This is an optimization exercise on Yosys and OpenROAD, whose aim is small area and a short achievable clock period, not a production implementation. RTL that was checked went through simulation tests only; none was proved equivalent to the original. Power figures rest on the tool's default switching activity, not on a simulated workload.

==> run X <==
==> flow/design.v <==
`default_nettype none
package tcpStreamPkg;
	typedef logic [7:0]  byteT;
	typedef logic [31:0] ipAddrT;
	typedef logic [15:0] portT;
	typedef logic [31:0] seqNumT;
	typedef logic [15:0] lenT;
	typedef logic [5:0]  cntT;
	localparam byteT ETH_TYPE_IPV4_HI = 8'h08;
	localparam byteT ETH_TYPE_IPV4_LO = 8'h00;
	localparam byteT ETH_TYPE_VLAN_HI = 8'h81;
	localparam lenT        IP_TCP_MIN_HDR = 16'd40;	 
	localparam logic [3:0] MIN_HDR_WORDS  = 4'd5;	 
	localparam cntT MAC_BYTES      = 6'd12;	 
	localparam cntT VLAN_BYTES     = 6'd3;	 
	localparam cntT IP_FIXED_BYTES = 6'd20;
	localparam cntT TCP_PORT_BYTES = 6'd4;
	localparam cntT TCP_SEQ_BYTES  = 6'd4;
	localparam cntT TCP_ACK_BYTES  = 6'd4;
	localparam cntT TCP_REST_BYTES = 6'd6;	 
	localparam cntT IP_LEN_HI_POS = 6'd2;
	localparam cntT IP_LEN_LO_POS = 6'd3;
	localparam cntT IP_PROTO_POS  = 6'd9;
	localparam cntT IP_SRC_POS    = 6'd12;
	localparam cntT IP_DST_POS    = 6'd16;
	typedef enum logic [7:0] {
		protoTcp   = 8'd6,
		protoOther = 8'hff	 
	} ipProtoT;
	typedef enum logic [5:0] {
		stIdle,
		stMac,
		stEthTypeHi,
		stEthTypeLo,
		stVlan,
		stIpFixed,
		stIpOpt,
		stTcpPorts,
		stTcpSeq,
		stTcpAck,
		stTcpOffset,
		stTcpFlags,
		stTcpRest,
		stTcpOpt,
		stPayload
	} parseStateT;
endpackage
`default_nettype wire
`timescale 1ns/1ps
`default_nettype none
import tcpStreamPkg::*;
module frameParser (
	input  wire                  CLOCK,
	input  wire                  rst,
	input  wire                  newPkt,
	input  wire                  dataValid,
	input  wire tcpStreamPkg::byteT   data,
	input  wire tcpStreamPkg::ipAddrT srcIp,
	input  wire tcpStreamPkg::ipAddrT dstIp,
	input  wire tcpStreamPkg::portT   srcPort,
	input  wire tcpStreamPkg::portT   dstPort,
	output logic                 payValid,
	output logic                 payFirst,
	output logic                 segValid,
	output tcpStreamPkg::seqNumT segSeq,
	output logic                 segSyn,
	output tcpStreamPkg::lenT    segLen
);
	tcpStreamPkg::parseStateT state;
	tcpStreamPkg::cntT        byteCnt;
	tcpStreamPkg::cntT        fieldLen;
	logic       fieldLast;
	logic       hdrDone;
	logic       byteIn;
	logic [3:0] ihl;
	logic [3:0] dataOff;
	tcpStreamPkg::lenT        totalLen;
	logic       isTcp;
	tcpStreamPkg::seqNumT     seqReg;
	logic       synFlag;
	logic       match;		 
	logic       firstFlag;
	tcpStreamPkg::lenT        payLeft;
	tcpStreamPkg::lenT        payLen;
	logic [4:0] hdrWords;
	tcpStreamPkg::ipAddrT     addrWord;
	tcpStreamPkg::byteT       addrByte;
	tcpStreamPkg::portT       portWord;
	tcpStreamPkg::byteT       portByte;
	assign hdrWords = 5'(ihl) + 5'(dataOff);
	assign payLen   = {totalLen[15:2] - 14'(hdrWords), totalLen[1:0]};
	always_comb begin
		case (state)
			stMac:      fieldLen = MAC_BYTES;
			stVlan:     fieldLen = VLAN_BYTES;
			stIpFixed:  fieldLen = IP_FIXED_BYTES;
			stIpOpt:    fieldLen = {4'(ihl - MIN_HDR_WORDS), 2'b00};
			stTcpPorts: fieldLen = TCP_PORT_BYTES;
			stTcpSeq:   fieldLen = TCP_SEQ_BYTES;
			stTcpAck:   fieldLen = TCP_ACK_BYTES;
			stTcpRest:  fieldLen = TCP_REST_BYTES;
			stTcpOpt:   fieldLen = {4'(dataOff - MIN_HDR_WORDS), 2'b00};
			default:    fieldLen = 6'd1;	 
		endcase
	end
	assign fieldLast = byteCnt == fieldLen - 1'b1;
	assign byteIn    = dataValid && !newPkt;
	assign hdrDone = byteIn && fieldLast &&
		((state == stTcpRest && dataOff == MIN_HDR_WORDS) || state == stTcpOpt);
	assign payValid = !rst && byteIn && state == stPayload;
	assign payFirst = firstFlag;
	assign segValid = !rst && hdrDone && match;
	assign segSeq   = seqReg;
	assign segSyn   = synFlag;
	assign segLen   = payLeft;	 
	assign addrWord = (byteCnt < IP_DST_POS) ? srcIp : dstIp;
	assign addrByte = addrWord[{~byteCnt[1:0], 3'b000} +: 8];
	assign portWord = byteCnt[1] ? dstPort : srcPort;
	assign portByte = portWord[{~byteCnt[0], 3'b000} +: 8];
	always_ff @(posedge CLOCK) begin
		if (rst) begin
			state     <= stIdle;
			byteCnt   <= '0;
			match     <= 1'b0;
			firstFlag <= 1'b0;
		end else begin
			if (newPkt) begin
				state   <= stMac;
				byteCnt <= '0;
				match   <= 1'b1;
			end else if (dataValid && state != stIdle) begin
				byteCnt <= fieldLast ? '0 : byteCnt + 1'b1;
				case (state)
					stMac:       if (fieldLast) state <= stEthTypeHi;
					stEthTypeHi: begin
						if (data == ETH_TYPE_VLAN_HI)
							state <= stVlan;
						else if (data == ETH_TYPE_IPV4_HI)
							state <= stEthTypeLo;
						else
							state <= stIdle;
					end
					stEthTypeLo: state <= (data == ETH_TYPE_IPV4_LO) ? stIpFixed : stIdle;
					stVlan:      if (fieldLast) state <= stEthTypeHi;	 
					stIpFixed: begin
						if (byteCnt >= IP_SRC_POS && data != addrByte)
							match <= 1'b0;
						if (fieldLast) begin
							if (ihl < MIN_HDR_WORDS)
								state <= stIdle;	 
							else if (ihl != MIN_HDR_WORDS)
								state <= stIpOpt;
							else
								state <= isTcp ? stTcpPorts : stIdle;
						end
					end
					stIpOpt: begin
						if (fieldLast)
							state <= isTcp ? stTcpPorts : stIdle;
					end
					stTcpPorts: begin
						if (data != portByte)
							match <= 1'b0;
						if (fieldLast) state <= stTcpSeq;
					end
					stTcpSeq:    if (fieldLast) state <= stTcpAck;
					stTcpAck:    if (fieldLast) state <= stTcpOffset;
					stTcpOffset: state <= stTcpFlags;
					stTcpFlags:  state <= stTcpRest;
					stTcpRest: begin
						if (fieldLast)
							state <= (dataOff > MIN_HDR_WORDS) ? stTcpOpt : stIdle;
					end
					stTcpOpt: ;	 
					stPayload: begin
						firstFlag <= 1'b0;
						if (payLeft == 16'd1) state <= stIdle;
					end
					default: state <= stIdle;
				endcase
				if (hdrDone) begin
					if (match && payLen != '0) begin
						state     <= stPayload;
						firstFlag <= 1'b1;
					end else begin
						state <= stIdle;
					end
				end
			end
		end
	end
	always_ff @(posedge CLOCK) begin
		if (state != stPayload)
			payLeft <= payLen;
		else if (byteIn)
			payLeft <= payLeft - 1'b1;
	end
	always_ff @(posedge CLOCK) begin
		if (byteIn) begin
			case (state)
				stIpFixed: begin
					if (byteCnt == '0) ihl <= data[3:0];
					if (byteCnt == IP_LEN_HI_POS) totalLen[15:8] <= data;
					if (byteCnt == IP_LEN_LO_POS) totalLen[7:0] <= data;
					if (byteCnt == IP_PROTO_POS)  isTcp <= data == 8'(protoTcp);
				end
				stTcpSeq:    seqReg <= {seqReg[23:0], data};	 
				stTcpOffset: dataOff <= data[7:4];
				stTcpFlags:  synFlag <= data[1];
				default: ;
			endcase
		end
	end
endmodule
`default_nettype wire
`timescale 1ns/1ps
`default_nettype none
module payloadFifo #(
	parameter int fifoDepth = 64
) (
	input  wire                CLOCK,
	input  wire                rst,
	input  wire                payValid,
	input  wire tcpStreamPkg::byteT payData,
	input  wire                payFirst,
	input  wire                outReady,
	output logic               outValid,
	output tcpStreamPkg::byteT outData,
	output logic               outFirst,
	output logic               dropped
);
	localparam int ptrWidth = $clog2(fifoDepth);
	localparam int tailDepth = fifoDepth - 1;
	logic [8:0]          tail [tailDepth];
	logic [8:0]          head;
	logic [8:0]          din;
	logic [8:0]          snd;
	logic [ptrWidth-1:0] sndPtr;	 
	logic                one;	 
	logic                full;	 
	logic doWrite;
	logic doRead;
	assign din     = {payFirst, payData};
	assign doWrite = payValid && !full;
	assign doRead  = outValid && outReady;
	assign {outFirst, outData} = head;
	logic [8:0] tailRd [fifoDepth];
	always_comb begin
		for (int i = 0; i < tailDepth; i++)
			tailRd[i] = tail[i];
		tailRd[fifoDepth-1] = '0;	 
	end
	assign snd = tailRd[sndPtr];
	always_ff @(posedge CLOCK) begin
		if (doWrite) begin
			tail[0] <= din;
			for (int i = 1; i < tailDepth; i++)
				tail[i] <= tail[i-1];
		end
	end
	always_ff @(posedge CLOCK) begin
		if (doWrite && (!outValid || (doRead && one)))
			head <= din;
		else if (doRead)
			head <= snd;
	end
	always_ff @(posedge CLOCK) begin
		if (rst) begin
			sndPtr   <= ptrWidth'(fifoDepth - 2);
			outValid <= 1'b0;
			one      <= 1'b0;
			full     <= 1'b0;
			dropped  <= 1'b0;
		end else begin
			case ({doWrite, doRead})
				2'b10: begin
					sndPtr   <= sndPtr + 1'b1;
					outValid <= 1'b1;
					one      <= !outValid;
					full     <= sndPtr == ptrWidth'(fifoDepth - 3);
				end
				2'b01: begin
					sndPtr   <= sndPtr - 1'b1;
					outValid <= !one;
					one      <= outValid && sndPtr == '0;
					full     <= 1'b0;
				end
				default: ;
			endcase
			if (payValid && full)
				dropped <= 1'b1;
		end
	end
endmodule
`default_nettype wire
`timescale 1ns/1ps
`default_nettype none
import tcpStreamPkg::*;
module seqTracker (
	input  wire                 CLOCK,
	input  wire                 rst,
	input  wire                 segValid,
	input  wire tcpStreamPkg::seqNumT segSeq,
	input  wire                 segSyn,
	input  wire tcpStreamPkg::lenT    segLen,
	output logic                gapped
);
	tcpStreamPkg::seqNumT expSeq;		 
	logic   synSeen;
	logic   seqMiss;
	logic   hiPend;
	logic   loCarry;
	assign seqMiss = segSeq != expSeq;
	always_ff @(posedge CLOCK) begin
		hiPend <= segValid;
		if (segValid)	 
			{loCarry, expSeq[15:0]} <= 17'(segSeq[15:0]) + 17'(segSyn ? 16'd1 : segLen);
		if (hiPend)
			expSeq[31:16] <= segSeq[31:16] + 16'(loCarry);
	end
	always_ff @(posedge CLOCK) begin
		if (rst) begin
			synSeen <= 1'b0;
			gapped  <= 1'b0;
		end else if (segValid) begin
			if (segSyn) begin
				synSeen <= 1'b1;
				gapped  <= 1'b0;
			end else begin
				gapped <= synSeen && seqMiss;
			end
		end
	end
endmodule
`default_nettype wire
`timescale 1ns/1ps
`default_nettype none
import tcpStreamPkg::*;
module tcpStream #(
	parameter int fifoDepth = 64
) (
	input  wire                  CLOCK,
	input  wire                  rst,
	input  wire                  newPkt,
	input  wire                  dataValid,
	input  wire tcpStreamPkg::byteT   data,
	input  wire tcpStreamPkg::ipAddrT srcIp,
	input  wire tcpStreamPkg::portT   srcPort,
	input  wire tcpStreamPkg::ipAddrT dstIp,
	input  wire tcpStreamPkg::portT   dstPort,
	input  wire                  outReady,
	output logic                 outValid,
	output tcpStreamPkg::byteT   outData,
	output logic                 outFirst,
	output logic                 dropped,
	output logic                 gapped
);
	logic               rstQ;
	logic               newPktQ;
	logic               dataValidQ;
	tcpStreamPkg::byteT dataQ;
	always_ff @(posedge CLOCK) begin
		rstQ       <= rst;
		newPktQ    <= newPkt;
		dataValidQ <= dataValid;
		dataQ      <= data;
	end
	logic   payValid;
	logic   payFirst;
	logic   segValid;
	tcpStreamPkg::seqNumT segSeq;
	logic   segSyn;
	tcpStreamPkg::lenT    segLen;
	frameParser frameParser_i (
		.CLOCK(CLOCK), .rst(rstQ),
		.newPkt(newPktQ), .dataValid(dataValidQ), .data(dataQ),
		.srcIp(srcIp), .dstIp(dstIp), .srcPort(srcPort), .dstPort(dstPort),
		.payValid(payValid), .payFirst(payFirst),
		.segValid(segValid), .segSeq(segSeq), .segSyn(segSyn), .segLen(segLen)
	);
	payloadFifo #(.fifoDepth(fifoDepth)) payloadFifo_i (
		.CLOCK(CLOCK), .rst(rst),
		.payValid(payValid), .payData(dataQ), .payFirst(payFirst),
		.outReady(outReady), .outValid(outValid), .outData(outData),
		.outFirst(outFirst), .dropped(dropped)
	);
	seqTracker seqTracker_i (
		.CLOCK(CLOCK), .rst(rst),
		.segValid(segValid), .segSeq(segSeq), .segSyn(segSyn), .segLen(segLen),
		.gapped(gapped)
	);
endmodule
`default_nettype wire
==> flow/run.sh <==
#!/bin/bash
# synth_recipe.tcl (not shown) runs the flow's synth.tcl, then flattens the netlist and writes it again
# the make line also repeats each setting of config.mk as NAME=value (left out here)
make -C /OpenROAD-flow-scripts/flow DESIGN_CONFIG=/design/flow/config.mk WORK_HOME=/design/flow/orfs CLKGATE_MAP_FILE= SYNTH_SCRIPT=/design/flow/synth_recipe.tcl finish
==> flow/config.mk <==
export PLATFORM = sky130hd
export DESIGN_NAME = tcpStream
export DESIGN_NICKNAME = tcpStream
export VERILOG_FILES = /design/flow/design.v
export SDC_FILE = /design/flow/constraint.sdc
export NUM_CORES = 4
export LEC_CHECK = 0
export ABC_CLOCK_PERIOD_IN_PS = 2500
export CAP_MARGIN = 20
export CORE_MARGIN = 2
export CORE_UTILIZATION = 40
export PLACE_DENSITY = 0.6
export SETUP_SLACK_MARGIN = 3.0
export SLEW_MARGIN = 20
==> flow/constraint.sdc <==
create_clock -name core_clock -period 5.5 [get_ports {CLOCK}]
set_input_delay 1.1000 -clock core_clock [delete_from_list [all_inputs] [get_ports {CLOCK}]]
set_output_delay 1.1000 -clock core_clock [all_outputs]
set_load 0.01 [all_outputs]
==> inputs of run R, as changes to run X <==
--- a/flow/design.v
+++ b/flow/design.v
@@ -62,2 +62,3 @@
 	output logic                 payValid,
+	output tcpStreamPkg::byteT   payData,
 	output logic                 payFirst,
@@ -73,3 +74,2 @@
 	logic       hdrDone;
-	logic       byteIn;
 	logic [3:0] ihl;
@@ -77,3 +77,3 @@
 	tcpStreamPkg::lenT        totalLen;
-	logic       isTcp;
+	tcpStreamPkg::ipProtoT    ipProto;
 	tcpStreamPkg::seqNumT     seqReg;
@@ -83,4 +83,5 @@
 	tcpStreamPkg::lenT        payLeft;
+	tcpStreamPkg::lenT        ipOptLen;
+	tcpStreamPkg::lenT        tcpOptLen;
 	tcpStreamPkg::lenT        payLen;
-	logic [4:0] hdrWords;
 	tcpStreamPkg::ipAddrT     addrWord;
@@ -89,4 +90,5 @@
 	tcpStreamPkg::byteT       portByte;
-	assign hdrWords = 5'(ihl) + 5'(dataOff);
-	assign payLen   = {totalLen[15:2] - 14'(hdrWords), totalLen[1:0]};
+	assign ipOptLen  = {10'd0, 4'(ihl - MIN_HDR_WORDS), 2'b00};
+	assign tcpOptLen = {10'd0, 4'(dataOff - MIN_HDR_WORDS), 2'b00};
+	assign payLen    = totalLen - IP_TCP_MIN_HDR - ipOptLen - tcpOptLen;
 	always_comb begin
@@ -96,3 +98,3 @@
 			stIpFixed:  fieldLen = IP_FIXED_BYTES;
-			stIpOpt:    fieldLen = {4'(ihl - MIN_HDR_WORDS), 2'b00};
+			stIpOpt:    fieldLen = ipOptLen[5:0];
 			stTcpPorts: fieldLen = TCP_PORT_BYTES;
@@ -101,3 +103,3 @@
 			stTcpRest:  fieldLen = TCP_REST_BYTES;
-			stTcpOpt:   fieldLen = {4'(dataOff - MIN_HDR_WORDS), 2'b00};
+			stTcpOpt:   fieldLen = tcpOptLen[5:0];
 			default:    fieldLen = 6'd1;	 
@@ -106,11 +108,4 @@
 	assign fieldLast = byteCnt == fieldLen - 1'b1;
-	assign byteIn    = dataValid && !newPkt;
-	assign hdrDone = byteIn && fieldLast &&
+	assign hdrDone = dataValid && !newPkt && fieldLast &&
 		((state == stTcpRest && dataOff == MIN_HDR_WORDS) || state == stTcpOpt);
-	assign payValid = !rst && byteIn && state == stPayload;
-	assign payFirst = firstFlag;
-	assign segValid = !rst && hdrDone && match;
-	assign segSeq   = seqReg;
-	assign segSyn   = synFlag;
-	assign segLen   = payLeft;	 
 	assign addrWord = (byteCnt < IP_DST_POS) ? srcIp : dstIp;
@@ -125,3 +120,8 @@
 			firstFlag <= 1'b0;
+			payLeft   <= '0;
+			payValid  <= 1'b0;
+			segValid  <= 1'b0;
 		end else begin
+			payValid <= 1'b0;
+			segValid <= 1'b0;
 			if (newPkt) begin
@@ -153,3 +153,3 @@
 							else
-								state <= isTcp ? stTcpPorts : stIdle;
+								state <= (ipProto == protoTcp) ? stTcpPorts : stIdle;
 						end
@@ -158,3 +158,3 @@
 						if (fieldLast)
-							state <= isTcp ? stTcpPorts : stIdle;
+							state <= (ipProto == protoTcp) ? stTcpPorts : stIdle;
 					end
@@ -175,3 +175,5 @@
 					stPayload: begin
+						payValid  <= match;
 						firstFlag <= 1'b0;
+						payLeft   <= payLeft - 1'b1;
 						if (payLeft == 16'd1) state <= stIdle;
@@ -181,4 +183,6 @@
 				if (hdrDone) begin
+					segValid <= match;
 					if (match && payLen != '0) begin
 						state     <= stPayload;
+						payLeft   <= payLen;
 						firstFlag <= 1'b1;
@@ -192,9 +196,3 @@
 	always_ff @(posedge CLOCK) begin
-		if (state != stPayload)
-			payLeft <= payLen;
-		else if (byteIn)
-			payLeft <= payLeft - 1'b1;
-	end
-	always_ff @(posedge CLOCK) begin
-		if (byteIn) begin
+		if (dataValid && !newPkt) begin
 			case (state)
@@ -204,3 +202,4 @@
 					if (byteCnt == IP_LEN_LO_POS) totalLen[7:0] <= data;
-					if (byteCnt == IP_PROTO_POS)  isTcp <= data == 8'(protoTcp);
+					if (byteCnt == IP_PROTO_POS)
+						ipProto <= (data == 8'(protoTcp)) ? protoTcp : protoOther;
 				end
@@ -212,2 +211,9 @@
 		end
+		payData  <= data;
+		payFirst <= firstFlag;
+		if (hdrDone) begin
+			segSeq <= seqReg;
+			segSyn <= synFlag;
+			segLen <= payLen;
+		end
 	end
@@ -232,35 +238,17 @@
 	localparam int ptrWidth = $clog2(fifoDepth);
-	localparam int tailDepth = fifoDepth - 1;
-	logic [8:0]          tail [tailDepth];
-	logic [8:0]          head;
-	logic [8:0]          din;
-	logic [8:0]          snd;
-	logic [ptrWidth-1:0] sndPtr;	 
-	logic                one;	 
-	logic                full;	 
+	logic [8:0]          mem [fifoDepth];
+	logic [ptrWidth-1:0] wrPtr;
+	logic [ptrWidth-1:0] rdPtr;
+	logic [ptrWidth:0]   count;
+	logic full;
 	logic doWrite;
 	logic doRead;
-	assign din     = {payFirst, payData};
+	assign full    = count == (ptrWidth + 1)'(fifoDepth);
 	assign doWrite = payValid && !full;
+	assign outValid = count != '0;
 	assign doRead  = outValid && outReady;
-	assign {outFirst, outData} = head;
-	logic [8:0] tailRd [fifoDepth];
-	always_comb begin
-		for (int i = 0; i < tailDepth; i++)
-			tailRd[i] = tail[i];
-		tailRd[fifoDepth-1] = '0;	 
-	end
-	assign snd = tailRd[sndPtr];
-	always_ff @(posedge CLOCK) begin
-		if (doWrite) begin
-			tail[0] <= din;
-			for (int i = 1; i < tailDepth; i++)
-				tail[i] <= tail[i-1];
-		end
-	end
+	assign {outFirst, outData} = mem[rdPtr];
 	always_ff @(posedge CLOCK) begin
-		if (doWrite && (!outValid || (doRead && one)))
-			head <= din;
-		else if (doRead)
-			head <= snd;
+		if (doWrite)
+			mem[wrPtr] <= {payFirst, payData};
 	end
@@ -268,22 +256,13 @@
 		if (rst) begin
-			sndPtr   <= ptrWidth'(fifoDepth - 2);
-			outValid <= 1'b0;
-			one      <= 1'b0;
-			full     <= 1'b0;
-			dropped  <= 1'b0;
+			wrPtr   <= '0;
+			rdPtr   <= '0;
+			count   <= '0;
+			dropped <= 1'b0;
 		end else begin
+			if (doWrite) wrPtr <= wrPtr + 1'b1;	 
+			if (doRead)  rdPtr <= rdPtr + 1'b1;
 			case ({doWrite, doRead})
-				2'b10: begin
-					sndPtr   <= sndPtr + 1'b1;
-					outValid <= 1'b1;
-					one      <= !outValid;
-					full     <= sndPtr == ptrWidth'(fifoDepth - 3);
-				end
-				2'b01: begin
-					sndPtr   <= sndPtr - 1'b1;
-					outValid <= !one;
-					one      <= outValid && sndPtr == '0;
-					full     <= 1'b0;
-				end
-				default: ;
+				2'b10:   count <= count + 1'b1;
+				2'b01:   count <= count - 1'b1;
+				default: count <= count;
 			endcase
@@ -310,11 +289,10 @@
 	logic   seqMiss;
-	logic   hiPend;
-	logic   loCarry;
 	assign seqMiss = segSeq != expSeq;
 	always_ff @(posedge CLOCK) begin
-		hiPend <= segValid;
-		if (segValid)	 
-			{loCarry, expSeq[15:0]} <= 17'(segSeq[15:0]) + 17'(segSyn ? 16'd1 : segLen);
-		if (hiPend)
-			expSeq[31:16] <= segSeq[31:16] + 16'(loCarry);
+		if (segValid) begin
+			if (segSyn)
+				expSeq <= segSeq + 32'd1;	 
+			else
+				expSeq <= segSeq + 32'(segLen);	 
+		end
 	end
@@ -357,13 +335,4 @@
 );
-	logic               rstQ;
-	logic               newPktQ;
-	logic               dataValidQ;
-	tcpStreamPkg::byteT dataQ;
-	always_ff @(posedge CLOCK) begin
-		rstQ       <= rst;
-		newPktQ    <= newPkt;
-		dataValidQ <= dataValid;
-		dataQ      <= data;
-	end
 	logic   payValid;
+	tcpStreamPkg::byteT   payData;
 	logic   payFirst;
@@ -374,6 +343,6 @@
 	frameParser frameParser_i (
-		.CLOCK(CLOCK), .rst(rstQ),
-		.newPkt(newPktQ), .dataValid(dataValidQ), .data(dataQ),
+		.CLOCK(CLOCK), .rst(rst),
+		.newPkt(newPkt), .dataValid(dataValid), .data(data),
 		.srcIp(srcIp), .dstIp(dstIp), .srcPort(srcPort), .dstPort(dstPort),
-		.payValid(payValid), .payFirst(payFirst),
+		.payValid(payValid), .payData(payData), .payFirst(payFirst),
 		.segValid(segValid), .segSeq(segSeq), .segSyn(segSyn), .segLen(segLen)
@@ -382,3 +351,3 @@
 		.CLOCK(CLOCK), .rst(rst),
-		.payValid(payValid), .payData(dataQ), .payFirst(payFirst),
+		.payValid(payValid), .payData(payData), .payFirst(payFirst),
 		.outReady(outReady), .outValid(outValid), .outData(outData),
--- a/flow/config.mk
+++ b/flow/config.mk
@@ -7,3 +7,2 @@
 export LEC_CHECK = 0
-export ABC_CLOCK_PERIOD_IN_PS = 2500
 export CAP_MARGIN = 20
@@ -12,3 +11,2 @@
 export PLACE_DENSITY = 0.6
-export SETUP_SLACK_MARGIN = 3.0
 export SLEW_MARGIN = 20
==> qor summary <==
item	run R	run X
Share of the clock period used by the worst path after layout	0.894	0.618
Remaining max-slew budget at the tightest pin	0.283	0.236
Portion of total power attributed to combinational logic	0.029	0.015
Fraction of synthesized cell area in xor and xnor cells	0.0284	0.0349
Sequential share of cell area	0.592	0.552
Placeable core area	0.0822 mm^2	0.0732 mm^2
Status	complete, no violations	complete, no violations
Placement Rows	105	99
Unrepaired setup endpoints after global routing	no	yes
Clock network power	5.45 mW	5.26 mW
Mux cell area share after synthesis	0.149	0.0251
Measured slew at the worst slew-check pin	1.07 ns	1.14 ns
Synth Area in Compound Gates	0.0371	0.106
Fmax	0.203 GHz	0.294 GHz
Placement-stage cell area	0.0359 mm^2	0.0325 mm^2
Netlist area before placement	0.0333 mm^2	0.0296 mm^2
Largest register FFs	576	567
Crit path top cell by count	sky130_fd_sc_hd__mux4_2	sky130_fd_sc_hd__or3_4
Timing endpoint of the critical path	outData[3]	frameParser_i.state[2]$_SDFFE_PP0P_
Sort of element at the end of the critical path	primary output	register
Function not checked in run X: the RTL went through the layout flow alone.

==> afterwards: timing with drivers on the ports <==
How much do the figures lean on ideal ports? The routed layouts below were timed once more, with nothing changed but the port constraints.
Step 1: set_driving_cell puts a clkbuf_16 on CLOCK and a buf_2 on each other input, an assumption about the parent block.
Step 2 adds t to the input delays and takes it off the output delays; t is the mean of the earliest and latest rising clock arrival at the registers after step 1. Input paths then give back, and output paths get back, about the clock's delay inside the block.
a / b / c = no drivers / after step 1 / after step 2; a / b = the first two.
run | shift t [ns] | slack for setup (ns) | cell pins on the clock port's net
run X | 0.690 | 2.099 / 2.099 / 2.099 | 1
run R | 0.686 | 0.580 / 0.519 / 0.920 | 1
After both steps setup and hold are still met in every run listed.
